From an optimization exercise on the open Yosys and OpenROAD flow, aimed at small area; shortcuts taken in it are not production practice. Where RTL was checked, it was by simulation tests only, not by an equivalence proof against the original. Only the layout flow was run in runs 1 and 8; the RTL was not checked for function there. Power and IR drop assume default switching activity.

## design.v

```verilog
package avalon_pkg;
    typedef logic [32-1:0] bus_word_t;
    typedef logic [31:0] bus_addr_t;           
    typedef logic [16-1:0] burst_cnt_t;  
    localparam int BYTES_PER_WORD = 32 / 8;
endpackage
package dma_pkg;
    typedef struct packed {
        logic [31:0] control;
        logic [31:0] pkt_begin;      
        logic [31:0] pkt_end;        
        logic [31:0] write_address;  
    } wr_desc_t;
    localparam int CTRL_IRQ_EN = 0;
    typedef enum logic [1:0] {
        st_idle,
        st_run,   
        st_done   
    } wr_state_t;
endpackage
module dma_write_top (
    input  logic                   clk,
    input  logic                   reset,
    input  logic                   desc_push,
    input  logic [31:0]            desc_control,
    input  logic [31:0]            desc_pkt_begin,
    input  logic [31:0]            desc_pkt_end,
    input  logic [31:0]            desc_write_address,
    output logic                   desc_full,
    input  logic                   data_push,
    input  avalon_pkg::bus_word_t  data_in,
    output logic                   data_full,
    output avalon_pkg::bus_addr_t  avm_address,
    output avalon_pkg::bus_word_t  avm_writedata,
    output logic                   avm_write,
    output avalon_pkg::burst_cnt_t avm_burstcount,
    input  logic                   avm_waitrequest,
    output logic                   busy,
    output logic                   done_irq,
    output logic [15:0]            xfer_count,
    output logic [15:0]            drop_count
);
    localparam int DW = 41;  
    logic [8:0]  wdiff;
    logic [22:0] carry;
    logic        len_ok;
    logic [7:0]  wcnt;
    assign wdiff    = {1'b0, desc_pkt_end[9:2]} - {1'b0, desc_pkt_begin[9:2]};
    assign carry[0] = wdiff[8];
    for (genvar i = 0; i < 22; i++) begin : g_carry
        assign carry[i+1] = carry[i] & desc_pkt_begin[10+i];
    end
    assign len_ok = (desc_pkt_end[1:0] == 2'b00) && (desc_pkt_begin[1:0] == 2'b00)
                 && ((desc_pkt_end[31:10] ^ desc_pkt_begin[31:10]) == carry[21:0]) && !carry[22];
    assign wcnt   = len_ok ? wdiff[7:0] : 8'd0;  
    logic [DW-1:0] dmem [4];
    logic [2:0]    dwr, drd;  
    logic          dempty, dpush, dpop;
    logic [DW-1:0] dq;  
    assign desc_full = (dwr == {~drd[2], drd[1:0]});
    assign dempty    = (dwr == drd);
    assign dpush     = desc_push && !desc_full;
    logic [31:0] mem [16];
    logic [4:0]  wr, rd;  
    logic        empty, push, pop;
    logic [31:0] pend_data;
    assign data_full = (wr == {~rd[4], rd[3:0]});
    assign empty     = (wr == rd);
    assign push      = data_push && !data_full;
    typedef enum logic [1:0] {s_idle, s_check, s_run, s_done} state_t;
    state_t      state;
    logic [7:0]  fetch_left;  
    logic        hold_valid, pend, accept, move, ok, last;
    logic [31:0] hold_data;
    assign ok     = (dq[39:32] != 8'd0);
    assign dpop   = (state == s_idle) && !dempty;
    assign accept = hold_valid && !avm_waitrequest;
    assign move   = pend && (!hold_valid || accept);
    assign pop    = (state == s_run) && (fetch_left != 8'd0)
                 && !empty && (!pend || move);
    assign last   = (fetch_left == 8'd0) && !pend;
    logic [15:0] cnt_inc;
    assign cnt_inc = (state[1] ? xfer_count : drop_count) + 16'd1;
    assign busy           = state[1];
    assign done_irq       = (state == s_done) && dq[40];
    assign avm_address    = dq[31:0];
    assign avm_burstcount = {8'd0, dq[39:32]};
    assign avm_write      = hold_valid;
    assign avm_writedata  = hold_data;
    always_ff @(posedge clk) begin
        if (!reset) begin
            dwr        <= '0;
            drd        <= '0;
            wr         <= '0;
            rd         <= '0;
            state      <= s_idle;
            hold_valid <= 1'b0;
            pend       <= 1'b0;
            xfer_count <= '0;
            drop_count <= '0;
        end else begin
            if (dpush) dwr <= dwr + 1'b1;
            if (dpop)  drd <= drd + 1'b1;
            if (push) wr <= wr + 1'b1;
            if (pop)  rd <= rd + 1'b1;
            case (state)
                s_idle:  if (dpop) state <= s_check;
                s_check: begin
                    if (ok) state <= s_run;
                    else begin
                        state      <= s_idle;
                        drop_count <= cnt_inc;
                    end
                end
                s_run:   if (accept && last) state <= s_done;
                s_done:  begin
                    state      <= s_idle;
                    xfer_count <= cnt_inc;
                end
            endcase
            if (move)        hold_valid <= 1'b1;
            else if (accept) hold_valid <= 1'b0;
            if (pop)         pend <= 1'b1;
            else if (move)   pend <= 1'b0;
        end
    end
    logic [31:0] rdata;
    always_comb begin
        rdata = '0;
        for (int i = 0; i < 16; i++) rdata = rdata | (mem[i] & {32{rd[3:0] == 4'(i)}});
    end
    logic [DW-1:0] drdata;
    always_comb begin
        drdata = '0;
        for (int i = 0; i < 4; i++) drdata = drdata | (dmem[i] & {DW{drd[1:0] == 2'(i)}});
    end
    always_ff @(posedge clk) begin
        if (state == s_check)    fetch_left <= dq[39:32];
        else if (pop)            fetch_left <= fetch_left - 1'b1;
        if (dpush) dmem[dwr[1:0]] <= {desc_control[0], wcnt, desc_write_address};
        if (dpop)  dq <= drdata;
        if (push)  mem[wr[3:0]] <= data_in;
        if (pop)   pend_data <= rdata;
        if (move)  hold_data <= pend_data;
    end
endmodule
```

## run.sh

```bash
#!/bin/bash
# synth_recipe.tcl (not shown) runs the flow's synth.tcl, then flattens the netlist and writes it again
# the make line also repeats each setting of config.mk as NAME=value (left out here)
make -C /OpenROAD-flow-scripts/flow DESIGN_CONFIG=/design/flow/config.mk WORK_HOME=/design/flow/orfs CLKGATE_MAP_FILE= SYNTH_SCRIPT=/design/flow/synth_recipe.tcl finish
```

## config.mk

```make
export PLATFORM = sky130hd
export DESIGN_NAME = dma_write_top
export DESIGN_NICKNAME = dma_write_top
export VERILOG_FILES = /design/flow/design.v
export SDC_FILE = /design/flow/constraint.sdc
export NUM_CORES = 4
export LEC_CHECK = 0
export CAP_MARGIN = 20
export CORE_MARGIN = 2
export CORE_UTILIZATION = 60
export CTS_BUF_LIST = sky130_fd_sc_hd__clkbuf_8
export CTS_CLUSTER_DIAMETER = 50
export CTS_CLUSTER_SIZE = 15
export PLACE_DENSITY = 0.7
export SLEW_MARGIN = 20
```

## constraint.sdc

```tcl
create_clock -name core_clock -period 5.0 [get_ports {clk}]
set_input_delay 1.0000 -clock core_clock [delete_from_list [all_inputs] [get_ports {clk}]]
set_output_delay 1.0000 -clock core_clock [all_outputs]
set_load 0.01 [all_outputs]
```

==> results.toml, run 1 <==
[synthesis]
synth-edff-count = 789
ys_async_sr_fraction = 0
syn_inst = 1919
synthFlopType = "edfxtp_1"
yosys_register_bits = 841
yosys_warnings = 1
ys_types = 61
postSynthAreaPerCell_um2 = 16.70
syn_area_mm2 = 0.03205
ys_seq_area_frac = 0.7716

[setup_path]
r2r_cells = 4
cp.arrival_ps = 4520
required_ps = 5410
startpoint_type = "input pin"
crit_type = "in2reg"
cp_max_fo = 7
end_kind = "register"

[hold_path]
hp-class = "reg2reg"
hold-path-cell-count = 0

[route]
dr.first_iter.drc_count = 1837
wirelength_um = 74980
top_layer = "met5"
wl_met3_um = 5915
drc_errors = 0
routedWlPerCell_um = 26.24
met2WireLength_um = 37220
drt-met1-wl_um = 29870
drtPass1Iterations = 5
viasPerCell = 6.337
vias = 18110
antenna_left = 0

[global_routing]
grt_first_pass_wirelength_um = 111600
grt_max_degree = 57
antenna_found_initial = 4
gr-usage-all-layers = 0.2708
grt_pass1_vias = 18010
grt-ovfl-total = 0

[clocking]
htreeDepth = 3
cts_root_buffer = "clkbuf_8"
cts_resized = 0
cts_setup_buffers = 0
cts_made_buffers = 74
cts_tree = "yes"
clk_pin_slew_ps = 90
clockBufferDepth = 3
ctsHoldBuffers = 0
clk_latency_ps = 680
clock-sinks = 841

[sta]
finalCritPeriodShare = 0.8230
fin_skew_ps = 62.90
slew_headroom = 0.2355
fmax_mhz = 243.0
setup_viol = 0
fin_crit_ps = 4115
rsz0062_at_grt = "no"
worst_slack_ps = 885.2
fin_tns_setup_ps = 0
tightest_slew_ps = 1131
final-hold-violation-count = 0
slew_violations = 0

[power_and_ir_drop]
power.density_mw_per_mm2 = 382.5
peakVddDrop_mv = 0.2746
power.leakage_nw = 11.72

[cells_and_area]
design_area_mm2 = 0.03634
drive_gt1_frac = 0.08214
finish.net_count = 2329
area_growth_syn_to_layout_pct = 13.37

[floorplan]
die-area_mm2 = 0.05529
core.rowCount = 84
dieHeight_um = 235.1
coreArea_mm2 = 0.05266
die_w_um = 235.1
start_util = 0.6087
top_level_ports = 282

[place]
place.gp.congestion = 0.8056
dpl_cell_area_mm2 = 0.03509
dp_hpwl_um = 39720
portBuffers = 242
dp_slack_ps = 252.1

[outcome]
status = "timing/DRC/antenna clean"

[job]
cap_violations = 0
## cells in the final DEF, fill, tap and decap left out, types with 18 or more instances in the layout
| cell type | n |
|---|---|
| a221oi_1 | 130 |
| a22o_1 | 128 |
| a22oi_1 | 82 |
| and2_1 | 47 |
| buf_4 | 45 |
| clkbuf_8 | 77 |
| clkdlybuf4s50_1 | 242 |
| dfxtp_1 | 52 |
| edfxtp_1 | 789 |
| ha_1 | 27 |
| inv_1 | 37 |
| nand2_1 | 113 |
| nand3_1 | 18 |
| nand4_1 | 44 |
| nor2_1 | 22 |
| o21ai_0 | 31 |
| xnor2_1 | 46 |
| xor2_1 | 19 |
## metal layers
| metal | up-vias | track usage |
|---|---|---|
| li1 | 7997 | - |
| met2 | 793 | 0.4558 |
| met1 | 9174 | 0.3664 |
| met5 | - | 0 |
| met4 | 4 | 0.07979 |
| met3 | 137 | 0.04702 |
## worst paths after layout
kind | from | to | slack, ps
max | desc_pkt_begin[2] | dmem[3][34] | 890
min | pend_data[15] | hold_data[15] | 420
max reg2reg | fetch_left[5] | fetch_left[0] | 1860
min reg2reg | pend_data[15] | hold_data[15] | 420
## synth_stat cells (3+ instances only)
| master | number | share of area |
|---|---|---|
| nor2b_1 | 15 | 0.0029 |
| and3_1 | 14 | 0.0027 |
| a21oi_1 | 15 | 0.0023 |
| nand3_1 | 18 | 0.0028 |
| a31oi_1 | 8 | 0.0016 |
| nand2b_1 | 12 | 0.0023 |
| nor3_1 | 16 | 0.0025 |
| and2_1 | 51 | 0.010 |
| inv_1 | 26 | 0.0030 |
| dfxtp_1 | 52 | 0.032 |
| xnor2_1 | 46 | 0.013 |
| buf_1 | 3 | 0.00035 |
| a22oi_1 | 82 | 0.019 |
| nor3b_1 | 4 | 0.00094 |
| nand2_1 | 113 | 0.013 |
| nand4_1 | 44 | 0.0086 |
| buf_4 | 48 | 0.011 |
| edfxtp_1 | 789 | 0.74 |
| a221oi_1 | 130 | 0.036 |
| a22o_1 | 128 | 0.035 |
| mux2i_1 | 10 | 0.0031 |
| a21boi_0 | 16 | 0.0037 |
| or4_1 | 3 | 0.00070 |
| xor2_1 | 19 | 0.0052 |
| o21ai_0 | 31 | 0.0048 |
| o211ai_1 | 5 | 0.0012 |
| nand3b_1 | 12 | 0.0028 |
| nor2_1 | 35 | 0.0041 |
| clkbuf_1 | 101 | 0.012 |
| ha_1 | 27 | 0.011 |
| or3_1 | 10 | 0.0020 |
## power by group
part           internal, W  leakage (nW)  switching, W
clock              0.00144         0.683       0.00218
combinational     0.000773          3.42       0.00110
sequential         0.00823          7.62      0.000178
## registers in the layout, summed over array words and instances, names as in the netlist, 8 cells and up, named ones only
register    flops
mem           512
fetch_left      8
dq             41
dmem          164
hold_data      32
pend_data      32
drop_count     16
xfer_count     16
## area by class of cell
type                    count  area (um^2)
diodes                      2        5.005
clock buffers              77         1060
clock inverters            30        180.2
fillers                  3447        16320
inverters                  26        97.59
multi-input cells         905         6621
flip-flops and latches    841        24730
well taps                 688        860.8
repair buffers            288         2780
## logic make-up after synthesis
logic type / Yosys count / share of synthesized area
buffers and inverters: 180 / 0.02678
muxes: 12 / 0.003943
and+or+nand+nor: 363 / 0.06008
other: 1 / 0.0001170
DFF: 841 / 0.7716
AOI/OAI and AO/OA: 429 / 0.1085
xor gates and xnor gates: 65 / 0.01776
adders and majority gates: 28 / 0.01116
## worst max-delay path, stage by stage
cell and delay [ps]:
clkdlybuf4s50_1 460, ha_1 160, inv_1 60, fa_1 420, a211o_1 320, a21bo_4 250, o21ai_4 260, nand3_2 120
mux2_4 340, a2111oi_4 330, nand4_2 300, nor3_1 500
## per-stage QoR
stage / util / std cells / hold WS (ps) / total power [W]
5_1_grt: 0.6901 / 2856 / 430.1 / 0.01441
3_3_place_gp: 0.6665 / 2748 / 400.9 / 0.01038
3_5_place_dp: 0.6665 / 2748 / 404.5 / 0.01043
6_report: 0.6901 / 2857 / 420.7 / 0.01390
2_1_floorplan: - / 1926 / 400.3 / 0.009666
4_1_cts: 0.6900 / 2855 / 424.9 / 0.01399
==> run 2, diff against run 1 <==
--- a/design.v
+++ b/design.v
@@ -55,16 +55,16 @@
     assign wcnt   = len_ok ? wdiff[7:0] : 8'd0;  
     logic [DW-1:0] dmem [4];
-    logic [2:0]    dwr, drd;  
+    logic [2:0]    didx;
     logic          dempty, dpush, dpop;
     logic [DW-1:0] dq;  
-    assign desc_full = (dwr == {~drd[2], drd[1:0]});
-    assign dempty    = (dwr == drd);
+    assign desc_full = (didx == 3'd3);
+    assign dempty    = didx[2];
     assign dpush     = desc_push && !desc_full;
     logic [31:0] mem [16];
-    logic [4:0]  wr, rd;  
+    logic [4:0]  idx;
     logic        empty, push, pop;
     logic [31:0] pend_data;
-    assign data_full = (wr == {~rd[4], rd[3:0]});
-    assign empty     = (wr == rd);
+    assign data_full = (idx == 5'd15);
+    assign empty     = idx[4];
     assign push      = data_push && !data_full;
     typedef enum logic [1:0] {s_idle, s_check, s_run, s_done} state_t;
@@ -90,8 +90,6 @@
     always_ff @(posedge clk) begin
         if (!reset) begin
-            dwr        <= '0;
-            drd        <= '0;
-            wr         <= '0;
-            rd         <= '0;
+            didx       <= '1;
+            idx        <= '1;
             state      <= s_idle;
             hold_valid <= 1'b0;
@@ -100,8 +98,14 @@
             drop_count <= '0;
         end else begin
-            if (dpush) dwr <= dwr + 1'b1;
-            if (dpop)  drd <= drd + 1'b1;
-            if (push) wr <= wr + 1'b1;
-            if (pop)  rd <= rd + 1'b1;
+            case ({dpush, dpop})
+                2'b10:   didx <= didx + 1'b1;
+                2'b01:   didx <= didx - 1'b1;
+                default: ;
+            endcase
+            case ({push, pop})
+                2'b10:   idx <= idx + 1'b1;
+                2'b01:   idx <= idx - 1'b1;
+                default: ;
+            endcase
             case (state)
                 s_idle:  if (dpop) state <= s_check;
@@ -128,17 +132,23 @@
     always_comb begin
         rdata = '0;
-        for (int i = 0; i < 16; i++) rdata = rdata | (mem[i] & {32{rd[3:0] == 4'(i)}});
+        for (int i = 0; i < 16; i++) rdata = rdata | (mem[i] & {32{idx[3:0] == 4'(i)}});
     end
     logic [DW-1:0] drdata;
     always_comb begin
         drdata = '0;
-        for (int i = 0; i < 4; i++) drdata = drdata | (dmem[i] & {DW{drd[1:0] == 2'(i)}});
+        for (int i = 0; i < 4; i++) drdata = drdata | (dmem[i] & {DW{didx[1:0] == 2'(i)}});
     end
     always_ff @(posedge clk) begin
         if (state == s_check)    fetch_left <= dq[39:32];
         else if (pop)            fetch_left <= fetch_left - 1'b1;
-        if (dpush) dmem[dwr[1:0]] <= {desc_control[0], wcnt, desc_write_address};
+        if (dpush) begin
+            dmem[0] <= {desc_control[0], wcnt, desc_write_address};
+            for (int i = 1; i < 4; i++) dmem[i] <= dmem[i-1];
+        end
         if (dpop)  dq <= drdata;
-        if (push)  mem[wr[3:0]] <= data_in;
+        if (push) begin
+            mem[0] <= data_in;
+            for (int i = 1; i < 16; i++) mem[i] <= mem[i-1];
+        end
         if (pop)   pend_data <= rdata;
         if (move)  hold_data <= pend_data;
==> flow/run.sh (new file) <==
#!/bin/bash
# The standard layout, with the port buffers made of the smallest buffer cell instead of
# the resizer's default pick (clkdlybuf4s50_1).
set -uo pipefail
bash standard.sh "BUFFER_PORTS_ARGS=-buffer_cell sky130_fd_sc_hd__buf_1" finish > standard_flow.log 2>&1
status=$?
tail -40 standard_flow.log
exit $status
==> standard.sh (new file) <==
#!/bin/bash
# synth_recipe.tcl (not shown) runs the flow's synth.tcl, then flattens the netlist and writes it again
# the make line also repeats each setting of config.mk as NAME=value (left out here)
make -C /OpenROAD-flow-scripts/flow DESIGN_CONFIG=/design/flow/config.mk WORK_HOME=/design/flow/orfs CLKGATE_MAP_FILE= SYNTH_SCRIPT=/design/flow/synth_recipe.tcl "${@:-finish}"
--- a/config.mk
+++ b/config.mk
@@ -9,7 +9,7 @@
 export CORE_MARGIN = 2
 export CORE_UTILIZATION = 60
-export CTS_BUF_LIST = sky130_fd_sc_hd__clkbuf_8
-export CTS_CLUSTER_DIAMETER = 50
-export CTS_CLUSTER_SIZE = 15
+export CTS_BUF_LIST = sky130_fd_sc_hd__clkbuf_16
+export CTS_CLUSTER_DIAMETER = 60
+export CTS_CLUSTER_SIZE = 30
 export PLACE_DENSITY = 0.7
 export SLEW_MARGIN = 20
removed: run.sh
==> results.toml, run 2 <==
[global_routing]
grtUsageMet3 = 0.03909
top_usage_layer = "met2"
antenna_found_initial = 0
grt_max_degree = 206
gr-usage-all-layers = 0.2393
grt-ovfl-total = 0
met2_usage = 0.3753
grt_first_pass_wirelength_um = 97050
grt_pass1_vias = 16350
grt_use_met1 = 0.3524

[floorplan]
top_level_ports = 282
core.rowCount = 83
die-area_mm2 = 0.05425
die_w_um = 232.9
coreArea_mm2 = 0.05151
start_util = 0.6104
dieHeight_um = 232.9

[sta]
slew_violations = 0
final-hold-violation-count = 0
setup_viol = 0
fin_skew_ps = 44.94
fin_tns_setup_ps = 0
finalCritPeriodShare = 0.7263
slew_headroom = 0.2313
fmax_mhz = 275.4
tightest_slew_ps = 1153
fin_crit_ps = 3631
rsz0062_at_grt = "no"
worst_slack_ps = 1369

[route]
drtPass1Iterations = 5
vias = 16660
antenna_left = 0
dr.first_iter.drc_count = 1870
wirelength_um = 64630
routedWlPerCell_um = 24.45
viasPerCell = 6.303
drc_errors = 0

[cells_and_area]
largest_reg_flops = 512
drive_gt1_frac = 0.09623
layout_common_cells = "edfxtp_1 (789), buf_1 (242), a22o_1 (128), a221oi_1 (128), nand2_1 (70)"
num-fill-cells = 3525
multi_input_area_mm2 = 0.006264
area_growth_syn_to_layout_pct = 9.985
finish.net_count = 2113
antenna_cells = 0
layout_commonest_cell = "edfxtp_1"
ff_latch_area_mm2 = 0.02458

[synthesis]
yosys_register_bits = 833
synth-edff-count = 789
ys_seq_area_frac = 0.7816
syn_area_mm2 = 0.03144
ys_types = 66
ys_async_sr_fraction = 0
yosys_warnings = 3
postSynthAreaPerCell_um2 = 18.18
synthFlopType = "edfxtp_1"
synth_top_area_frac = 0.7536
yosys-top-cells-area = "edfxtp_1 (75%), a221oi_1 (3.6%), a22o_1 (3.6%), mux4_2 (2.9%), dfxtp_1 (2.8%)"
syn_inst = 1729
yosys-top-cells-count = "edfxtp_1 (789), a221oi_1 (128), a22o_1 (128)"
synth_most_common_cell = "edfxtp_1"
yosysTopAreaCell = "edfxtp_1"

[power_and_ir_drop]
power.share.switching = 0.2669
power_frac_seq = 0.584
p_int_w = 0.01189
power.density_mw_per_mm2 = 469.1
p_sw_w = 0.004329
p_clk_frac = 0.270
power.leakage_nw = 11.28
power_frac_comb = 0.145
peakVddDrop_mv = 0.2581

[place]
dp_slack_ps = 754.7
place.gp.congestion = 0.8535
dp_hpwl_um = 36200
portBuffers = 242

[clocking]
ctsHoldBuffers = 0
cts_resized = 0
clock-sinks = 833
cts_tree = "yes"
clk_latency_ps = 630
cts_made_buffers = 45
cts_root_buffer = "clkbuf_16"
htreeDepth = 2
clk_pin_slew_ps = 100
clockBufferDepth = 3
cts_setup_buffers = 0

[setup_path]
end_kind = "register"
cp_max_fo = 14
r2r_cells = 6
cp.arrival_ps = 4130
crit_type = "in2reg"
startpoint_type = "input pin"
required_ps = 5500

[job]
cap_violations = 0

[hold_path]
hold-path-cell-count = 0
hp-class = "reg2reg"

[outcome]
status = "timing/DRC/antenna clean"
==> run 2: cell types whose count changed after synthesis, moves of 7 or more <==
cell	before	now
a21boi_0	16	3
clkbuf_1	101	69
ha_1	27	15
nor2_1	35	27
a22oi_1	82	1
xnor2_1	46	39
nand3b_1	12	2
a21boi_1	0	7
and3_1	14	6
mux4_2	0	41
and2_1	51	34
nand2_1	113	70
dfxtp_1	52	44
==> run 2: metrics by stage <==
step,util,power [W],area [um^2],hold WS (ps),cells
6_report,0.6713,0.01622,34580,426.2,2644
2_1_floorplan,-,0.01137,31490,400.3,1736
5_1_grt,0.6713,0.01684,34580,428.8,2644
3_5_place_dp,0.6394,0.01199,32940,404.5,2563
3_3_place_gp,0.6394,0.01190,32940,401.8,2563
4_1_cts,0.6713,0.01635,34580,429.1,2644
==> run 2: cell families (layout without fill, tap and decap cells) <==
group                      Yosys count  after routing  share of synthesized area
xor gates and xnor gates            57             57                    0.01588
adders and majority gates           18             18                   0.007879
other                                1              8                  0.0001193
buffers and inverters              148            376                    0.02364
DFF                                833            833                     0.7816
AOI/OAI and AO/OA                  344            344                    0.09041
and+or+nand+nor                    278            278                    0.04811
muxes                               50             50                    0.03239
==> run 2: power groups by stage <==
stage | clock, W | combinational, W | sequential [W]
after floorplan | 0 | 0.00179 | 0.00958
after global placement | 0 | 0.00232 | 0.00958
after detailed placement | 0 | 0.00237 | 0.00962
after CTS | 0.00449 | 0.00238 | 0.00948
after global routing | 0.00471 | 0.00255 | 0.00959
final | 0.00438 | 0.00236 | 0.00948
==> run 2: worst paths after layout <==
check | startpoint | end | slack [ps]
setup / recovery | desc_pkt_end[2] | dmem[0][34] | 1370
hold / removal | mem[6][16] | mem[7][16] | 430
setup reg to reg | didx[1] | dmem[1][26] | 1960
hold reg to reg | mem[6][16] | mem[7][16] | 430
==> run 2: area by class of cell <==
| class | count | area share |
|---|---|---|
| Clock buffer | 47 | 0.03401 |
| Inverter | 25 | 0.002967 |
| Timing Repair Buffer | 270 | 0.03307 |
| Clock inverter | 34 | 0.01353 |
| Multi-Input combinational cell | 755 | 0.1811 |
| Sequential cell | 833 | 0.7107 |
| Tap cell | 680 | 0.02460 |
==> run 2: metal layers <==
metal / vias up / part of all wire
li1: 7407 / -
met1: 8375 / 0.42
met2: 771 / 0.47
met3: 111 / 0.080
met4: 0 / 0.026
met5: - / 0
==> run 2: worst max-delay path, cell delays in order <==
cell and delay [ps]:
buf_1 70, inv_1 40, ha_1 210, fa_1 400, nand2b_1 230, a21o_4 260
a21oi_4 320, nor3_1 100, or4b_1 480, a221o_1 340, a2111oi_4 430, and3_1 230
==> run 3, diff against run 2 <==
--- a/config.mk
+++ b/config.mk
@@ -9,7 +9,7 @@
 export CORE_MARGIN = 2
 export CORE_UTILIZATION = 60
-export CTS_BUF_LIST = sky130_fd_sc_hd__clkbuf_16
-export CTS_CLUSTER_DIAMETER = 60
-export CTS_CLUSTER_SIZE = 30
+export CTS_BUF_LIST = sky130_fd_sc_hd__clkbuf_8
+export CTS_CLUSTER_DIAMETER = 50
+export CTS_CLUSTER_SIZE = 15
 export PLACE_DENSITY = 0.7
 export SLEW_MARGIN = 20
==> results.toml, run 3 <==
[clocking]
cts_tree = "yes"
clockBufferDepth = 3
htreeDepth = 3
cts_setup_buffers = 0
clk_latency_ps = 680
cts_made_buffers = 73
ctsHoldBuffers = 0
cts_resized = 0
clock-sinks = 833
cts_root_buffer = "clkbuf_8"
clk_pin_slew_ps = 90

[synthesis]
postSynthAreaPerCell_um2 = 18.18
synth-edff-count = 789
yosys.area_share.xor_xnor = 0.01588
synth_mux_area_frac = 0.03239
synth-adder-area-share = 0.007879
yosys_register_bits = 833
yosys-top-cells-area = "edfxtp_1 (75%), a221oi_1 (3.6%), a22o_1 (3.6%), mux4_2 (2.9%), dfxtp_1 (2.8%)"
synthFlopType = "edfxtp_1"
ys_seq_area_frac = 0.7816
ys_types = 66
syn_area_mm2 = 0.03144
synth_top_family_by_area = "compound AO/OA/AOI/OAI gates"
yosys-top-cells-count = "edfxtp_1 (789), a221oi_1 (128), a22o_1 (128)"
synth_top_area_frac = 0.7536
synth-simple-area-share = 0.04811
syn_inst = 1729
yosys_warnings = 3
synth_compound_area_frac = 0.09041
ys_async_sr_fraction = 0
synth_most_common_cell = "edfxtp_1"
yosysTopAreaCell = "edfxtp_1"

[sta]
rsz0062_at_grt = "no"
finalCritPeriodShare = 0.7177
fmax_mhz = 278.7
tightest_slew_ps = 1151
fin_crit_ps = 3588
worst_slack_ps = 1412
setup_viol = 0
final-hold-violation-count = 0
slew_headroom = 0.2325
slew_violations = 0
hold-worst-slack_ps = 418.6
fin_skew_ps = 23.63

[cells_and_area]
design_area_mm2 = 0.03431
layout_commonest_cell = "edfxtp_1"
finish.net_count = 2141
layout_common_cells = "edfxtp_1 (789), buf_1 (242), a22o_1 (128), a221oi_1 (128), clkbuf_8 (75)"
area_growth_syn_to_layout_pct = 9.113
fin_cells = 2676
drive_gt1_frac = 0.1057
antenna_cells = 0
largest_reg_flops = 512
num-fill-cells = 3576

[global_routing]
grt_max_degree = 206
grt_first_pass_wirelength_um = 98120
gr-usage-all-layers = 0.2426
antenna_found_initial = 0
grt_pass1_vias = 16560
grt-ovfl-total = 0

[setup_path]
required_ps = 5530
cp.arrival_ps = 4120
cp_max_fo = 14
end_kind = "register"
startpoint_type = "input pin"
crit_type = "in2reg"

[floorplan]
dieHeight_um = 232.9
die-area_mm2 = 0.05425
start_util = 0.6104
top_level_ports = 282
die_w_um = 232.9
core.rowCount = 83
coreArea_mm2 = 0.05151

[job]
cap_violations = 0

[place]
dpl_cell_area_mm2 = 0.03294
place.gp.congestion = 0.8535
dp_hpwl_um = 36200
portBuffers = 242
dp_slack_ps = 754.7
dpl.cell_count = 2563

[route]
routedWlPerCell_um = 24.34
drc_errors = 0
drtPass1Iterations = 7
antenna_left = 0
vias = 16880
dr.first_iter.drc_count = 1934
viasPerCell = 6.309
wirelength_um = 65130

[hold_path]
hp-class = "reg2reg"

[power_and_ir_drop]
power.leakage_nw = 11.20
power.density_mw_per_mm2 = 458.6
peakVddDrop_mv = 0.3456

[outcome]
status = "timing/DRC/antenna clean"
run 3: report_power, final:
group | internal, W | switching, W | total [W]
Clock | 0.00164 | 0.00225 | 0.00389
Sequential | 0.00901 | 0.000475 | 0.00948
Combinational | 0.000911 | 0.00144 | 0.00236
run 3: per-layer routing:
layer  vias up  GRT usage  wire length [um]  part of all wire
met5         -          0                 0                 0
met4         0    0.07862              1449             0.022
met3       109    0.04142              5516             0.085
met2       785     0.3761             30810              0.47
met1      8559     0.3565             27350              0.42
li1       7431          -                 -                 -
run 3: logic make-up after synthesis:
logic type / after synthesis
flops: 833
simple gates: 278
xor+xnor: 57
compound gates: 344
mux: 50
other cells: 1
buf+inv: 148
fa+ha+maj: 18
run 3: through the flow:
step / total power [W] / TNS [ps] / utilization
final: 0.01573 / 0 / 0.6660
after global routing: 0.01638 / 0 / 0.6660
after CTS: 0.01587 / 0 / 0.6660
after detailed placement: 0.01199 / 0 / 0.6394
after global placement: 0.01190 / 0 / 0.6394
after floorplan: 0.01137 / -2121600 / -
run 3: layout make-up:
class,count,area (um^2),area share
clock buffers,75,1032,0.03009
inverters,25,102.6,0.002991
clock inverters,38,337.8,0.009847
repair buffers,270,1144,0.03333
flip-flops and latches,833,24580,0.7164
well taps,680,850.8,0.02480
multi-input cells,755,6264,0.1826
run 3: path summary, 6_finish.rpt:
check	cells past startpoint	slack, ps	start	to
hold reg to reg	0	420	pend_data[15]	hold_data[15]
setup reg to reg	6	1930	didx[1]	dmem[0][15]
hold / removal	0	420	pend_data[15]	hold_data[15]
setup / recovery	12	1410	desc_pkt_end[2]	dmem[0][37]
run 3: worst max-delay path, stage by stage:
cell       delay [ps]
buf_1              70
inv_1              40
ha_1              210
fa_1              390
nand2b_1          230
a21o_4            260
a21oi_4           330
nor3_1             90
or4b_1            480
a221o_1           340
a2111oi_4         430
and2_1            220
==> run 4, diff against run 3 <==
==> flow/run.sh (replaced) <==
#!/bin/bash
# The standard layout, with the port buffers made of the smallest buffer cell instead of
# the resizer's default pick (clkdlybuf4s50_1).
set -uo pipefail
bash standard.sh "BUFFER_PORTS_ARGS=-buffer_cell sky130_fd_sc_hd__buf_1" REMOVE_ABC_BUFFERS=1 finish > standard_flow.log 2>&1
status=$?
tail -40 standard_flow.log
exit $status
--- a/config.mk
+++ b/config.mk
@@ -8,8 +8,8 @@
 export CAP_MARGIN = 20
 export CORE_MARGIN = 2
-export CORE_UTILIZATION = 60
+export CORE_UTILIZATION = 70
 export CTS_BUF_LIST = sky130_fd_sc_hd__clkbuf_8
 export CTS_CLUSTER_DIAMETER = 50
-export CTS_CLUSTER_SIZE = 15
-export PLACE_DENSITY = 0.7
+export CTS_CLUSTER_SIZE = 20
+export PLACE_DENSITY = 0.78
 export SLEW_MARGIN = 20
==> results.toml, run 4 <==
[outcome]
status = "timing/DRC/antenna clean"

[synthesis]
syn_area_mm2 = 0.03144
synth_most_common_cell = "edfxtp_1"
synth_top_area_frac = 0.7536
synth-simple-area-share = 0.04811
synth_compound_area_frac = 0.09041
yosys-top-cells-area = "edfxtp_1 (75%), a221oi_1 (3.6%), a22o_1 (3.6%), mux4_2 (2.9%), dfxtp_1 (2.8%)"
syn_inst = 1729
synth_mux_area_frac = 0.03239
yosys_warnings = 3
yosys.area_share.xor_xnor = 0.01588
yosys_register_bits = 833
yosys-top-cells-count = "edfxtp_1 (789), a221oi_1 (128), a22o_1 (128)"
postSynthAreaPerCell_um2 = 18.18
ys_types = 66
synth-adder-area-share = 0.007879
ys_seq_area_frac = 0.7816
synthFlopType = "edfxtp_1"
ys_async_sr_fraction = 0
synth-edff-count = 789
yosysTopAreaCell = "edfxtp_1"
synth_top_family_by_area = "compound AO/OA/AOI/OAI gates"

[global_routing]
gr-usage-all-layers = 0.2785
grt_pass1_vias = 16950
antenna_found_initial = 1
grt_max_degree = 129
grt-ovfl-total = 0
grt_first_pass_wirelength_um = 98030

[power_and_ir_drop]
p_clk_frac = 0.222
power_frac_comb = 0.156
power.density_mw_per_mm2 = 449.2
power.leakage_nw = 11.05
p_sw_w = 0.004077
power_w = 0.01525
p_int_w = 0.01118
power.share.switching = 0.2673
peakVddDrop_mv = 0.2795
power_frac_seq = 0.622

[setup_path]
required_ps = 5570
crit_end = "dmem[0][34]"
cp.arrival_ps = 4140
r2r_start = "idx[2]"
r2r_slack_ps = 1830
startpoint_type = "input pin"
r2r_cells = 11
r2r-end = "idx[4]"
cp_max_fo = 14
crit_type = "in2reg"
end_kind = "register"
cp-startpoint = "desc_pkt_end[2]"

[floorplan]
coreArea_mm2 = 0.04432
die-area_mm2 = 0.04663
top_level_ports = 282
core.rowCount = 77
die_w_um = 215.9
dieHeight_um = 215.9
start_util = 0.7095

[clocking]
cts_tree = "yes"
clk_pin_slew_ps = 110
cts_setup_buffers = 0
clockBufferDepth = 3
ctsHoldBuffers = 0
cts_root_buffer = "clkbuf_8"
cts_made_buffers = 54
htreeDepth = 2
cts_resized = 0
clk_latency_ps = 710
clock-sinks = 833

[cells_and_area]
layout_common_cells = "edfxtp_1 (789), buf_1 (242), a22o_1 (128), a221oi_1 (128), nand2_1 (70)"
drive_gt1_frac = 0.09635
finish.net_count = 2122
num-fill-cells = 2553
largest_reg_flops = 512
area_growth_syn_to_layout_pct = 8.003
ff_latch_area_mm2 = 0.02458
fin_cells = 2565
layout_commonest_cell = "edfxtp_1"
multi_input_area_mm2 = 0.006277

[place]
dpl.cell_count = 2475
portBuffers = 242
place.gp.congestion = 0.8594
dp_hpwl_um = 37420

[route]
vias = 16980
viasPerCell = 6.619
dr.first_iter.drc_count = 1924
routedWlPerCell_um = 25.19
antenna_left = 0
drc_errors = 0
wirelength_um = 64620
drtPass1Iterations = 5

[sta]
rsz0062_at_grt = "no"
hold-worst-slack_ps = 415.8
fin_crit_ps = 3566
slew_headroom = 0.3469
fmax_mhz = 280.4
tightest_slew_ps = 977.2
finalCritPeriodShare = 0.7133
fin_tns_setup_ps = 0
slew_violations = 0
setup_viol = 0
fin_skew_ps = 31.78
final-hold-violation-count = 0

[job]
cap_violations = 0

[hold_path]
hp-class = "reg2reg"
hp-start = "pend_data[30]"
[run 4: final cells by class]
class	count	area share
antenna	1	0.00007369
multi-input combinational	755	0.1849
clock inverter	32	0.008769
timing repair buffer	270	0.03441
clock buffer	57	0.02310
tap	592	0.02181
sequential	833	0.7238
inverter	25	0.003206
[run 4: per-stage QoR]
step                  util  instance area, um^2  setup WS [ps]
detailed placement  0.7417                32870          747.6
global placement    0.7417                32870          831.3
finish              0.7662                33960           1434
global route        0.7662                33960           1274
floorplan                -                30820          -6822
CTS                 0.7661                33950           1500
[run 4: worst min-delay path by stage]
stage                     depth (start not counted)  slack, ps       endpoint
final                                             0        420  hold_data[30]
after global routing                              0        440  hold_data[30]
after CTS                                         1        410    dmem[0][12]
after detailed placement                          0        400  hold_data[13]
after global placement                            0        400   hold_data[4]
after floorplan                                   0        400   hold_data[0]
[run 4: logic make-up after synthesis]
kind of cell,count (synthesis)
simple gates,278
compound gates,344
fa+ha+maj,18
flops,833
buf+inv,148
other cells,1
xor+xnor,57
mux,50
[run 4: metal layers]
metal  up-vias  global-route usage  routed length (um)
li1       7400                   -                   -
met1      8493              0.4115               25900
met2       943              0.4341               30570
met3       141             0.04553                6153
met4         0             0.09566                1990
met5         -                   0                   0
[run 4: critical path: stages]
cell	delay (ps)
buf_1	70
inv_1	40
ha_1	210
fa_1	410
nand2b_1	240
a21o_4	270
a21oi_4	320
nor3_1	100
or4b_1	470
a221o_1	370
a2111oi_4	410
and3_1	230
[run 4: power by group through the flow]
stage / registers [W] / clock network, W / logic (W)
after global placement: 0.00958 / 0 / 0.00231
after detailed placement: 0.00963 / 0 / 0.00238
after floorplan: 0.00985 / 0 / 0.00144
after CTS: 0.00949 / 0.00345 / 0.00238
final: 0.00949 / 0.00339 / 0.00237
after global routing: 0.00960 / 0.00365 / 0.00256
==> run 5, diff against run 4 <==
--- a/config.mk
+++ b/config.mk
@@ -6,5 +6,5 @@
 export NUM_CORES = 4
 export LEC_CHECK = 0
-export CAP_MARGIN = 20
+export CAP_MARGIN = 5
 export CORE_MARGIN = 2
 export CORE_UTILIZATION = 70
@@ -13,3 +13,3 @@
 export CTS_CLUSTER_SIZE = 20
 export PLACE_DENSITY = 0.78
-export SLEW_MARGIN = 20
+export SLEW_MARGIN = 5
==> results.toml, run 5 <==
[place]
dp_hpwl_um = 37420
place.gp.congestion = 0.8594
dp_slack_ps = 747.6
portBuffers = 242
dpl_cell_area_mm2 = 0.03287
dpl.cell_count = 2475

[route]
routedWlPerCell_um = 25.21
viasPerCell = 6.618
dr.first_iter.drc_count = 1921
antenna_left = 0
vias = 16980
drc_errors = 0
wirelength_um = 64670
drtPass1Iterations = 5

[cells_and_area]
final_util = 0.7661
drive_gt1_frac = 0.09584
finish.net_count = 2122
fin_cells = 2565
area_growth_syn_to_layout_pct = 7.991
layout_commonest_cell = "edfxtp_1"
design_area_mm2 = 0.03395
num-fill-cells = 2554
layout_common_cells = "edfxtp_1 (789), buf_1 (242), a22o_1 (128), a221oi_1 (128), nand2_1 (70)"
largest_reg_flops = 512

[synthesis]
yosys-top-cells-count = "edfxtp_1 (789), a221oi_1 (128), a22o_1 (128)"
yosys.area_share.xor_xnor = 0.01588
synth_mux_area_frac = 0.03239
synth_top_family_by_area = "compound AO/OA/AOI/OAI gates"
synthFlopType = "edfxtp_1"
ys_types = 66
syn_inst = 1729
syn_area_mm2 = 0.03144
synth-simple-area-share = 0.04811
yosysTopAreaCell = "edfxtp_1"
yosys_warnings = 3
yosys_register_bits = 833
synth-adder-area-share = 0.007879
ys_seq_area_frac = 0.7816
synth_top_area_frac = 0.7536
postSynthAreaPerCell_um2 = 18.18
yosys-top-cells-area = "edfxtp_1 (75%), a221oi_1 (3.6%), a22o_1 (3.6%), mux4_2 (2.9%), dfxtp_1 (2.8%)"
synth_most_common_cell = "edfxtp_1"
ys_async_sr_fraction = 0
synth_compound_area_frac = 0.09041
synth-edff-count = 789

[sta]
slew_violations = 0
tightest_slew_ps = 1167
slew_headroom = 0.2220
setup_viol = 0
rsz0062_at_grt = "no"
hold-worst-slack_ps = 419.0
fin_skew_ps = 30.75
fmax_mhz = 280.3
final-hold-violation-count = 0
finalCritPeriodShare = 0.7134
worst_slack_ps = 1433
fin_crit_ps = 3567

[clocking]
cts_setup_buffers = 0
cts_made_buffers = 54
cts_resized = 0
clk_pin_slew_ps = 110
clk_latency_ps = 710
clock-sinks = 833
htreeDepth = 2
clockBufferDepth = 3
cts_root_buffer = "clkbuf_8"
cts_tree = "yes"
ctsHoldBuffers = 0

[global_routing]
grt_first_pass_wirelength_um = 98030
gr-usage-all-layers = 0.2785
grt_pass1_vias = 16950
grt-ovfl-total = 0
antenna_found_initial = 1
grt_max_degree = 129

[power_and_ir_drop]
power_frac_seq = 0.622
power.density_mw_per_mm2 = 449.3
power.leakage_nw = 11.05
p_sw_w = 0.004078
peakVddDrop_mv = 0.2796
p_clk_frac = 0.222
power_frac_comb = 0.156
power.share.switching = 0.2673
p_int_w = 0.01118

[floorplan]
top_level_ports = 282
dieHeight_um = 215.9
die_w_um = 215.9
start_util = 0.7095
die-area_mm2 = 0.04663
core.rowCount = 77
coreArea_mm2 = 0.04432

[hold_path]
hp-class = "reg2reg"

[setup_path]
cp_max_fo = 14
end_kind = "register"
startpoint_type = "input pin"
required_ps = 5570
cp.arrival_ps = 4140
crit_type = "in2reg"

[outcome]
status = "timing/DRC/antenna clean"

[job]
cap_violations = 0
[run 5: cell types whose count changed in the layout (fill, tap and decap cells not counted)]
cell | previous run | this run
inv_6 | 5 | 6
inv_8 | 2 | 1
dfxtp_1 | 41 | 42
dfxtp_2 | 3 | 2
[run 5: cell type report]
class | count | area (um^2) | area share
Antenna cell | 1 | 2.502 | 0.00007370
Clock inverter | 32 | 297.8 | 0.008770
Multi-Input combinational cell | 755 | 6277 | 0.1849
Inverter | 25 | 106.4 | 0.003132
Timing Repair Buffer | 270 | 1169 | 0.03442
Tap cell | 592 | 740.7 | 0.02182
Clock buffer | 57 | 784.5 | 0.02310
Sequential cell | 833 | 24580 | 0.7238
[run 5: kinds of logic after synthesis]
family / after synthesis
flip-flops: 833
buffers and inverters: 148
AND/OR/NAND/NOR: 278
XOR/XNOR: 57
other: 1
AO/OA/AOI/OAI: 344
adder cells (fa/ha/maj): 18
multiplexers: 50
[run 5: worst paths after layout]
| path | start | end | cells past startpoint | slack (ps) |
|---|---|---|---|---|
| max reg2reg | register | idx[4] | 11 | 1630 |
| min | pend_data[30] | hold_data[30] | 0 | 420 |
| max | desc_pkt_end[2] | dmem[0][34] | 12 | 1430 |
| min reg2reg | pend_data[30] | hold_data[30] | 0 | 420 |
[run 5: routing by layer]
layer	vias up	global-route usage	wire [um]	share of wire
met5	-	0	0	0
met4	0	0.09566	1997	0.031
met3	142	0.04553	6196	0.096
met2	952	0.4341	30560	0.47
met1	8482	0.4115	25920	0.40
li1	7400	-	-	-
[run 5: metrics by stage]
stage | setup TNS (ps) | total power [W]
after floorplan | -3576030 | 0.01129
after global placement | 0 | 0.01188
after detailed placement | 0 | 0.01201
after CTS | 0 | 0.01532
after global routing | 0 | 0.01582
final | 0 | 0.01526
[run 5: critical path, stage by stage]
cell       delay (ps)
buf_1              70
inv_1              40
ha_1              210
fa_1              410
nand2b_1          240
a21o_4            270
a21oi_4           320
nor3_1            100
or4b_1            470
a221o_1           370
a2111oi_4         410
and3_1            230
[run 5: power groups by stage]
stage	Clock [W]	Sequential (W)	Combinational, W
2_1_floorplan	0	0.00985	0.00144
3_3_place_gp	0	0.00958	0.00231
3_5_place_dp	0	0.00963	0.00238
4_1_cts	0.00345	0.00949	0.00238
5_1_grt	0.00365	0.00960	0.00256
6_report	0.00339	0.00950	0.00237
==> run 6, diff against run 5 <==
==> config.mk (replaced) <==
export PLATFORM = sky130hd
export DESIGN_NAME = dma_write_top
export DESIGN_NICKNAME = dma_write_top
export VERILOG_FILES = /design/flow/design.v
export SDC_FILE = /design/flow/constraint.sdc
export NUM_CORES = 4
export LEC_CHECK = 0
export CAP_MARGIN = 20
export CORE_MARGIN = 2
export CORE_UTILIZATION = 78
export CTS_BUF_LIST = sky130_fd_sc_hd__clkbuf_8
export CTS_CLUSTER_DIAMETER = 40
export CTS_CLUSTER_SIZE = 20
export PLACE_DENSITY = 0.86
export SLEW_MARGIN = 20
==> results.toml, run 6 <==
[setup_path]
required_ps = 5520
r2r_cells = 13
cp.arrival_ps = 4180
cp_max_fo = 14
r2r-end = "idx[4]"
slowest_stage = "or4b_1"
end_kind = "register"
crit_buf_inv = 2
path_cells = "buf_1, inv_1, ha_1, fa_1, nand2b_1, a21o_4, a21oi_4, nor3_1, or4b_1, a221o_1, a2111oi_4, and2_1"
crit_type = "in2reg"
cpPeakStageDelay_ps = 470
r2r_start = "fetch_left[2]"
path_delay_family = "compound AO/OA/AOI/OAI gates"
r2r_slack_ps = 1610
startpoint_type = "input pin"

[synthesis]
ys_types = 66
syn_area_mm2 = 0.03144
yosysTopAreaCell = "edfxtp_1"
postSynthAreaPerCell_um2 = 18.18
synthFlopType = "edfxtp_1"
synth_most_common_cell = "edfxtp_1"
synth_top_area_frac = 0.7536
yosys-top-cells-count = "edfxtp_1 (789), a221oi_1 (128), a22o_1 (128)"
ys_seq_area_frac = 0.7816
yosys-top-cells-area = "edfxtp_1 (75%), a221oi_1 (3.6%), a22o_1 (3.6%), mux4_2 (2.9%), dfxtp_1 (2.8%)"
ys_async_sr_fraction = 0
syn_inst = 1729
synth-edff-count = 789
yosys_register_bits = 833
yosys_warnings = 3

[power_and_ir_drop]
power.leakage_nw = 11.46
peakVddDrop_mv = 0.3211
power_w = 0.01669
power.density_mw_per_mm2 = 481.6

[floorplan]
core.rowCount = 73
die-area_mm2 = 0.04193
start_util = 0.7913
dieHeight_um = 204.8
die_w_um = 204.8
coreArea_mm2 = 0.03973
top_level_ports = 282

[hold_path]
hp-class = "reg2reg"
hold-path-cell-count = 0
holdPathEnd = "hold_data[4]"
hp-start = "pend_data[4]"

[cells_and_area]
num-fill-cells = 1489
largest_reg_flops = 512
layout_common_cells = "edfxtp_1 (789), buf_1 (242), a22o_1 (128), a221oi_1 (128), clkbuf_8 (84)"
finish.net_count = 2158
final_util = 0.8723
layout_commonest_cell = "edfxtp_1"
area_growth_syn_to_layout_pct = 10.23
drive_gt1_frac = 0.1268
fin_cells = 2568

[place]
dpl.cell_count = 2418
dp_hpwl_um = 41080
place.gp.congestion = 0.8888
portBuffers = 242

[clocking]
cts_resized = 0
ctsHoldBuffers = 0
clk_pin_slew_ps = 100
htreeDepth = 3
cts_setup_buffers = 0
clk_latency_ps = 710
cts_root_buffer = "clkbuf_8"
clock-sinks = 833
cts_made_buffers = 80
cts_tree = "yes"
clockBufferDepth = 3

[job]
cap_violations = 0

[global_routing]
grt_pass1_vias = 18250
grt-ovfl-total = 0
gr-usage-all-layers = 0.3559
antenna_found_initial = 1
grt_max_degree = 147
grt_first_pass_wirelength_um = 108900

[sta]
fin_skew_ps = 65.07
rsz0062_at_grt = "no"
finalCritPeriodShare = 0.7331
fin_crit_ps = 3665
slew_headroom = 0.2642
fmax_mhz = 272.8
slew_violations = 0
tightest_slew_ps = 1102
setup_viol = 0
final-hold-violation-count = 0

[route]
dr.first_iter.drc_count = 2910
drc_errors = 0
vias = 18340
drtPass1Iterations = 6
top_layer = "met4"
routedWlPerCell_um = 28.56
wl_met3_um = 8930
met2WireLength_um = 35770
drt-met1-wl_um = 25610
antenna_left = 0
viasPerCell = 7.140
wirelength_um = 73340

[outcome]
status = "timing/DRC/antenna clean"
run 6: logic make-up (layout without fill, tap and decap cells):
family,Yosys count,count (layout),synth area share
xor+xnor,57,57,0.01588
other cells,1,9,0.0001193
buf+inv,148,454,0.02364
simple gates,278,278,0.04811
flops,833,833,0.7816
fa+ha+maj,18,18,0.007879
compound gates,344,344,0.09041
mux,50,50,0.03239
run 6: how the worst max path moves through the flow:
| stage | startpoint | end | slack (ps) | cells after the start |
|---|---|---|---|---|
| after floorplan | data_push | mem[0][0] | -6820 | 2 |
| after global placement | desc_pkt_end[2] | dmem[0][34] | 830 | 12 |
| after detailed placement | desc_pkt_end[2] | dmem[0][34] | 730 | 12 |
| after CTS | desc_pkt_end[2] | dmem[0][37] | 1430 | 12 |
| after global routing | desc_pkt_end[2] | dmem[0][37] | 1260 | 12 |
| final | desc_pkt_end[2] | dmem[0][37] | 1330 | 12 |
run 6: metrics by stage:
step            TNS, ps  setup slack (ps)  cell area (um^2)  hold slack [ps]
6_report              0              1335             34660            402.3
5_1_grt               0              1261             34660            409.6
4_1_cts               0              1427             34650            411.4
3_5_place_dp          0             733.9             32820            404.5
3_3_place_gp          0             832.2             32820            400.5
2_1_floorplan  -3576030             -6822             30820            400.3
run 6: layout make-up:
type,instances,area (um^2),share of cell area
diodes,1,2.502,0.00007220
clock buffers,84,1156,0.03336
clock inverters,65,683.2,0.01971
inverters,25,106.4,0.003069
multi-input cells,755,6232,0.1798
flip-flops and latches,833,24580,0.7091
well taps,525,656.9,0.01895
repair buffers,280,1244,0.03589
run 6: metal layers:
layer,GRT usage,vias to the layer above
li1,-,7511
met1,0.4955,8963
met2,0.5639,1588
met3,0.06825,274
met4,0.1566,0
met5,0,-
run 6: power by group:
group          switching [W]  total, W  internal, W
clock network        0.00265   0.00464      0.00200
registers           0.000547   0.00955      0.00901
logic                0.00156   0.00249     0.000931
total                0.00476    0.0167       0.0119
run 6: worst reg2reg max path, delay by kind of cell, from the launching register on:
kind | cells | cell delay (ps)
AND/OR/NAND/NOR | 6 | 1730
flip-flops | 1 | 480
AO/OA/AOI/OAI | 2 | 370
buffers and inverters | 2 | 190
adder cells (fa/ha/maj) | 2 | 470
XOR/XNOR | 1 | 100
==> run 7, diff against run 6 <==
--- a/config.mk
+++ b/config.mk
@@ -8,8 +8,8 @@
 export CAP_MARGIN = 20
 export CORE_MARGIN = 2
-export CORE_UTILIZATION = 78
+export CORE_UTILIZATION = 74
 export CTS_BUF_LIST = sky130_fd_sc_hd__clkbuf_8
-export CTS_CLUSTER_DIAMETER = 40
-export CTS_CLUSTER_SIZE = 20
-export PLACE_DENSITY = 0.86
+export CTS_CLUSTER_DIAMETER = 70
+export CTS_CLUSTER_SIZE = 18
+export PLACE_DENSITY = 0.82
 export SLEW_MARGIN = 20
==> results.toml, run 7 <==
[outcome]
status = "timing/DRC/antenna clean"

[route]
viasPerCell = 6.884
antenna_left = 0
vias = 17200
drtPass1Iterations = 6
drc_errors = 0
wirelength_um = 65090
routedWlPerCell_um = 26.06
dr.first_iter.drc_count = 2145

[clocking]
ctsHoldBuffers = 0
clk_latency_ps = 690
cts_made_buffers = 52
clk_pin_slew_ps = 100
htreeDepth = 2
clockBufferDepth = 3
cts_tree = "yes"
cts_resized = 0
cts_root_buffer = "clkbuf_8"
cts_setup_buffers = 0
clock-sinks = 833

[synthesis]
synth_compound_area_frac = 0.09041
yosys.area_share.xor_xnor = 0.01588
synthFlopType = "edfxtp_1"
ys_async_sr_fraction = 0
synth_top_area_frac = 0.7536
ys_types = 66
synth-edff-count = 789
yosys-top-cells-area = "edfxtp_1 (75%), a221oi_1 (3.6%), a22o_1 (3.6%), mux4_2 (2.9%), dfxtp_1 (2.8%)"
syn_inst = 1729
syn_area_mm2 = 0.03144
yosys-top-cells-count = "edfxtp_1 (789), a221oi_1 (128), a22o_1 (128)"
yosys_warnings = 3
synth_mux_area_frac = 0.03239
postSynthAreaPerCell_um2 = 18.18
synth_top_family_by_area = "compound AO/OA/AOI/OAI gates"
yosysTopAreaCell = "edfxtp_1"
synth-adder-area-share = 0.007879
ys_seq_area_frac = 0.7816
synth_most_common_cell = "edfxtp_1"
synth-simple-area-share = 0.04811
yosys_register_bits = 833

[power_and_ir_drop]
p_int_w = 0.01095
power_w = 0.01489
p_clk_frac = 0.201
power_frac_seq = 0.639
power.leakage_nw = 10.99
power.share.switching = 0.2643
peakVddDrop_mv = 0.2856
p_sw_w = 0.003936
power_frac_comb = 0.160
power.density_mw_per_mm2 = 442.1

[sta]
slew_violations = 0
finalCritPeriodShare = 0.7250
fin_skew_ps = 31.83
fmax_mhz = 275.9
fin_crit_ps = 3625
rsz0062_at_grt = "no"
tightest_slew_ps = 1180
slew_headroom = 0.2126
setup_viol = 0
fin_tns_setup_ps = 0
final-hold-violation-count = 0

[setup_path]
cp.arrival_ps = 4180
end_kind = "register"
r2r_slack_ps = 1900
required_ps = 5560
cp_max_fo = 14
cpPeakStageDelay_ps = 490
crit_type = "in2reg"
startpoint_type = "input pin"
slowest_stage = "or4b_1"
path_cells = "buf_1, inv_1, ha_1, fa_1, nand2b_1, a21o_4, a21oi_4, nor3_1, or4b_1, a221o_1, a2111oi_4, and3_1"

[floorplan]
die-area_mm2 = 0.04415
die_w_um = 210.1
coreArea_mm2 = 0.04195
dieHeight_um = 210.1
start_util = 0.7496
core.rowCount = 75
top_level_ports = 282

[global_routing]
grt_pass1_vias = 16940
grt_max_degree = 132
antenna_found_initial = 0
grt-ovfl-total = 0
gr-usage-all-layers = 0.2956
grt_first_pass_wirelength_um = 97660

[place]
dpl_cell_area_mm2 = 0.03285
dp_hpwl_um = 39500
place.gp.congestion = 0.8497
portBuffers = 242

[cells_and_area]
largest_reg_flops = 512
num-fill-cells = 2065
area_growth_syn_to_layout_pct = 7.107
layout_common_cells = "edfxtp_1 (789), buf_1 (242), a22o_1 (128), a221oi_1 (128), nand2_1 (70)"
design_area_mm2 = 0.03368
drive_gt1_frac = 0.09035
antenna_cells = 0
finish.net_count = 2128
layout_commonest_cell = "edfxtp_1"

[job]
cap_violations = 0

[hold_path]
hp-class = "reg2reg"
==> run 7: cells by family (layout without fill, tap and decap cells) <==
group                    Yosys count  after routing
AO/OA/AOI/OAI                    344            344
XOR/XNOR                          57             57
adder cells (fa/ha/maj)           18             18
buffers and inverters            148            371
flip-flops                       833            833
multiplexers                      50             50
other                              1              8
AND/OR/NAND/NOR                  278            278
==> run 7: worst paths after layout <==
| kind | cells past startpoint | to | start |
|---|---|---|---|
| setup reg to reg | 11 | idx[4] | idx[3] |
| hold / removal | 0 | hold_data[29] | pend_data[29] |
| hold reg to reg | 0 | hold_data[29] | pend_data[29] |
| setup / recovery | 12 | dmem[0][34] | desc_pkt_end[2] |
==> run 7: per-stage QoR <==
step	cells	util	hold WS (ps)	worst slack (ps)
after floorplan	1613	-	400.3	-6822
after global placement	2430	0.7831	401.5	826.2
after detailed placement	2430	0.7831	404.5	693.0
after CTS	2498	0.8028	423.4	1437
after global routing	2498	0.8028	433.4	1274
final	2498	0.8028	428.1	1375
==> run 7: critical path: cells and delay by family <==
family | cells | cell delay [ps]
AOI/OAI and AO/OA | 4 | 1350
and+or+nand+nor | 4 | 1060
adders and majority gates | 2 | 600
buffers and inverters | 2 | 160
==> run 7: final cells by class <==
cell class | instances | area [um^2] | area share
Clock buffer | 53 | 729.5 | 0.02166
Clock inverter | 15 | 96.34 | 0.002861
Inverter | 25 | 106.4 | 0.003158
Multi-Input combinational cell | 755 | 6238 | 0.1853
Sequential cell | 833 | 24580 | 0.7298
Tap cell | 539 | 674.4 | 0.02003
Timing Repair Buffer | 278 | 1254 | 0.03723
==> run 7: metal layers <==
layer / wire (um) / GRT usage / vias to the layer above
met5: 0 / 0 / -
met4: 2195 / 0.1081 / 0
met3: 6825 / 0.05751 / 169
met2: 30610 / 0.4549 / 1084
met1: 25460 / 0.4351 / 8553
li1: - / - / 7391
==> run 7: power groups by stage <==
stage	clock network (W)	registers [W]	logic [W]
floorplan	0	0.00985	0.00144
global placement	0	0.00957	0.00230
detailed placement	0	0.00965	0.00239
CTS	0.00303	0.00951	0.00239
global route	0.00323	0.00961	0.00257
finish	0.00299	0.00951	0.00239
==> run 8, diff against run 7 <==
--- a/design.v
+++ b/design.v
@@ -114,5 +114,5 @@
                     else begin
                         state      <= s_idle;
-                        drop_count <= cnt_inc;
+                        drop_count <= drop_count + 16'd1;
                     end
                 end
@@ -120,5 +120,5 @@
                 s_done:  begin
                     state      <= s_idle;
-                    xfer_count <= cnt_inc;
+                    xfer_count <= xfer_count + 16'd1;
                 end
             endcase
==> results.toml, run 8 <==
[outcome]
status = "timing/DRC/antenna clean"

[sta]
worst_slack_ps = 1690
finalCritPeriodShare = 0.6621
setup_viol = 0
fmax_mhz = 302.1
final-hold-violation-count = 0
fin_crit_ps = 3310
tightest_slew_ps = 1092
rsz0062_at_grt = "no"
fin_skew_ps = 49.62
slew_violations = 0
slew_headroom = 0.2703

[global_routing]
grt_first_pass_wirelength_um = 94050
gr-usage-all-layers = 0.2852
grt_max_degree = 112
grt_pass1_vias = 16470
antenna_found_initial = 0
grt-ovfl-total = 0

[power_and_ir_drop]
power.leakage_nw = 11.02
p_clk_frac = 0.199
power_frac_seq = 0.644
p_int_w = 0.01089
power.share.switching = 0.2625
p_sw_w = 0.003875
power_frac_comb = 0.157
peakVddDrop_mv = 0.4373
power.density_mw_per_mm2 = 441.1

[setup_path]
r2r_cells = 11
cp.arrival_ps = 3800
r2r-end = "idx[4]"
startpoint_type = "input pin"
end_kind = "register"
r2r_slack_ps = 1910
cp_max_fo = 11
r2r_start = "idx[0]"
required_ps = 5490
crit_type = "in2reg"

[synthesis]
synthFlopType = "edfxtp_1"
yosysTopAreaCell = "edfxtp_1"
syn_inst = 1682
ys_types = 63
synth_top_area_frac = 0.7571
yosys_warnings = 3
synth_most_common_cell = "edfxtp_1"
yosys_register_bits = 833
synth-edff-count = 789
yosys-top-cells-count = "edfxtp_1 (789), a221oi_1 (128), a22o_1 (128)"
ys_async_sr_fraction = 0
yosys-top-cells-area = "edfxtp_1 (76%), a221oi_1 (3.6%), a22o_1 (3.6%), mux4_2 (3.0%), dfxtp_1 (2.8%)"
postSynthAreaPerCell_um2 = 18.60
syn_area_mm2 = 0.03129
ys_seq_area_frac = 0.7853

[clocking]
ctsHoldBuffers = 0
clock-sinks = 833
cts_root_buffer = "clkbuf_8"
clockBufferDepth = 3
clk_latency_ps = 700
cts_setup_buffers = 0
cts_resized = 0
cts_made_buffers = 52
cts_tree = "yes"
clk_pin_slew_ps = 110
htreeDepth = 2

[floorplan]
dieHeight_um = 209.6
die-area_mm2 = 0.04395
core.rowCount = 75
coreArea_mm2 = 0.04185
top_level_ports = 282
start_util = 0.7477
die_w_um = 209.6

[job]
cap_violations = 0

[route]
drc_errors = 0
dr.first_iter.drc_count = 2069
viasPerCell = 6.775
drtPass1Iterations = 5
vias = 16650
routedWlPerCell_um = 25.60
wirelength_um = 62910
antenna_left = 0

[cells_and_area]
finish.net_count = 2080
ff_latch_area_mm2 = 0.02458
antenna_cells = 0
layout_commonest_cell = "edfxtp_1"
largest_reg_flops = 512
area_growth_syn_to_layout_pct = 6.949
layout_common_cells = "edfxtp_1 (789), buf_1 (242), a22o_1 (128), a221oi_1 (128), clkbuf_8 (53)"
drive_gt1_frac = 0.08968
design_area_mm2 = 0.03347
multi_input_area_mm2 = 0.006080
num-fill-cells = 2082

[place]
dp_slack_ps = 999.3
place.gp.congestion = 0.8325
dp_hpwl_um = 37530
dpl_cell_area_mm2 = 0.03264
portBuffers = 242

[hold_path]
holdPathEnd = "hold_data[26]"
hp-class = "reg2reg"
hold-path-cell-count = 0
hp-start = "pend_data[26]"
## run 8: cell types whose count changed in the layout (fill, tap and decap cells not counted), moves of 5 or more
cell / previous run / this run
nand3_1: 22 / 13
o21ai_0: 30 / 18
and3_1: 6 / 12
inv_1: 31 / 38
nor3_1: 8 / 16
nor2b_1: 14 / 9
and2_1: 34 / 29
a21boi_1: 7 / 0
xor2_1: 18 / 23
nand2_1: 70 / 45
## run 8: logic make-up (layout without fill, tap and decap cells)
group                    Yosys count  after routing  synth area share
AND/OR/NAND/NOR                  251            251           0.04678
buffers and inverters            147            376           0.02367
XOR/XNOR                          63             63           0.01763
AO/OA/AOI/OAI                    315            315           0.08473
flip-flops                       833            833            0.7853
other                              1              8         0.0001198
adder cells (fa/ha/maj)           19             19          0.008317
multiplexers                      53             53           0.03347
## run 8: worst max-delay path by stage
stage / startpoint / endpoint / slack [ps] / cells past startpoint
after global placement: desc_pkt_end[2] / dmem[0][34] / 1140 / 13
final: desc_pkt_end[2] / dmem[0][32] / 1690 / 13
after CTS: desc_pkt_end[2] / dmem[0][32] / 1710 / 13
after floorplan: data_push / mem[0][0] / -6820 / 2
after detailed placement: desc_pkt_end[2] / dmem[0][32] / 1000 / 13
after global routing: desc_pkt_end[2] / dmem[0][33] / 1530 / 13
## run 8: area by class of cell
| cell class | count | area share |
|---|---|---|
| clock inverters | 23 | 0.002991 |
| inverters | 23 | 0.002953 |
| well taps | 539 | 0.02015 |
| clock buffers | 53 | 0.02180 |
| multi-input cells | 709 | 0.1817 |
| flip-flops and latches | 833 | 0.7343 |
| repair buffers | 277 | 0.03611 |
## run 8: routing by layer
metal / share of wire / vias to the layer above / global-route usage
li1: - / 7220 / -
met3: 0.098 / 144 / 0.05761
met2: 0.48 / 953 / 0.4561
met1: 0.39 / 8330 / 0.4061
met5: 0 / - / 0
met4: 0.030 / 0 / 0.09342
## run 8: per-stage QoR
step,cells,TNS [ps],util,hold WS (ps),power (W)
5_1_grt,2457,0,0.7996,428.6,0.01526
2_1_floorplan,1565,-3554440,-,400.3,0.01126
3_5_place_dp,2381,0,0.7798,405.1,0.01197
6_report,2457,0,0.7996,425.5,0.01476
4_1_cts,2457,0,0.7996,425.5,0.01481
3_3_place_gp,2380,0,0.7796,400.3,0.01178
## run 8: worst max-delay path, cell delays in order
cell       delay [ps]
buf_1              70
inv_1              40
ha_1              200
fa_1              410
nand2b_1          190
a21o_1            190
a32oi_2           190
buf_4             230
nor4_4             80
or4b_1            500
a31oi_2           230
o2111ai_4         230
nor3_1            230
## run 8: power by group through the flow
stage	sequential, W	combinational, W	clock [W]
after global routing	0.00960	0.00248	0.00318
after CTS	0.00950	0.00232	0.00299
after floorplan	0.00984	0.00142	0
after global placement	0.00956	0.00223	0
after detailed placement	0.00964	0.00233	0
final	0.00951	0.00232	0.00294

[static timing again, ports no longer ideal]
In the flow no input, the clock included, has a driving cell. The finished layouts below were timed again as built, in two steps. Step 1 sets driving cells, clkbuf_16 on the clock port and buf_2 on the other inputs (assumed; they add their load-dependent delay and slew). Step 2 times the ports against the registers' clock, not the clock port: input delays grow and output delays shrink by t, the midpoint of the rising clock arrivals with the driver on. a / b / c = ideal / step 1 / step 2; a / b = the first two.
run | t, ns | setup WS [ns] | latest minus earliest clock arrival (ns) | worst register clock-pin slew, ns | cell pins on the clock port's net
run 1 | 0.709 | 0.885 / 0.912 / 0.203 | 0.063 / 0.063 | 0.09 / 0.09 | 1
run 2 | 0.672 | 1.369 / 1.409 / 0.737 | 0.048 / 0.048 | 0.10 / 0.10 | 1
run 3 | 0.724 | 1.412 / 1.447 / 0.723 | 0.029 / 0.029 | 0.10 / 0.10 | 1
run 4 | 0.742 | 1.434 / 1.457 / 0.716 | 0.040 / 0.041 | 0.12 / 0.12 | 1
run 5 | 0.742 | 1.433 / 1.456 / 0.714 | 0.039 / 0.039 | 0.12 / 0.12 | 1
run 6 | 0.728 | 1.335 / 1.360 / 0.632 | 0.075 / 0.075 | 0.12 / 0.12 | 1
run 7 | 0.732 | 1.375 / 1.401 / 0.669 | 0.034 / 0.034 | 0.12 / 0.12 | 1
run 8 | 0.729 | 1.690 / 1.720 / 0.991 | 0.061 / 0.060 | 0.11 / 0.11 | 1
After both steps every run listed still meets setup and hold. For run 5, which loses most, drivers alone change the setup slack by +0.023 ns; drivers and shift together by -0.719 ns.
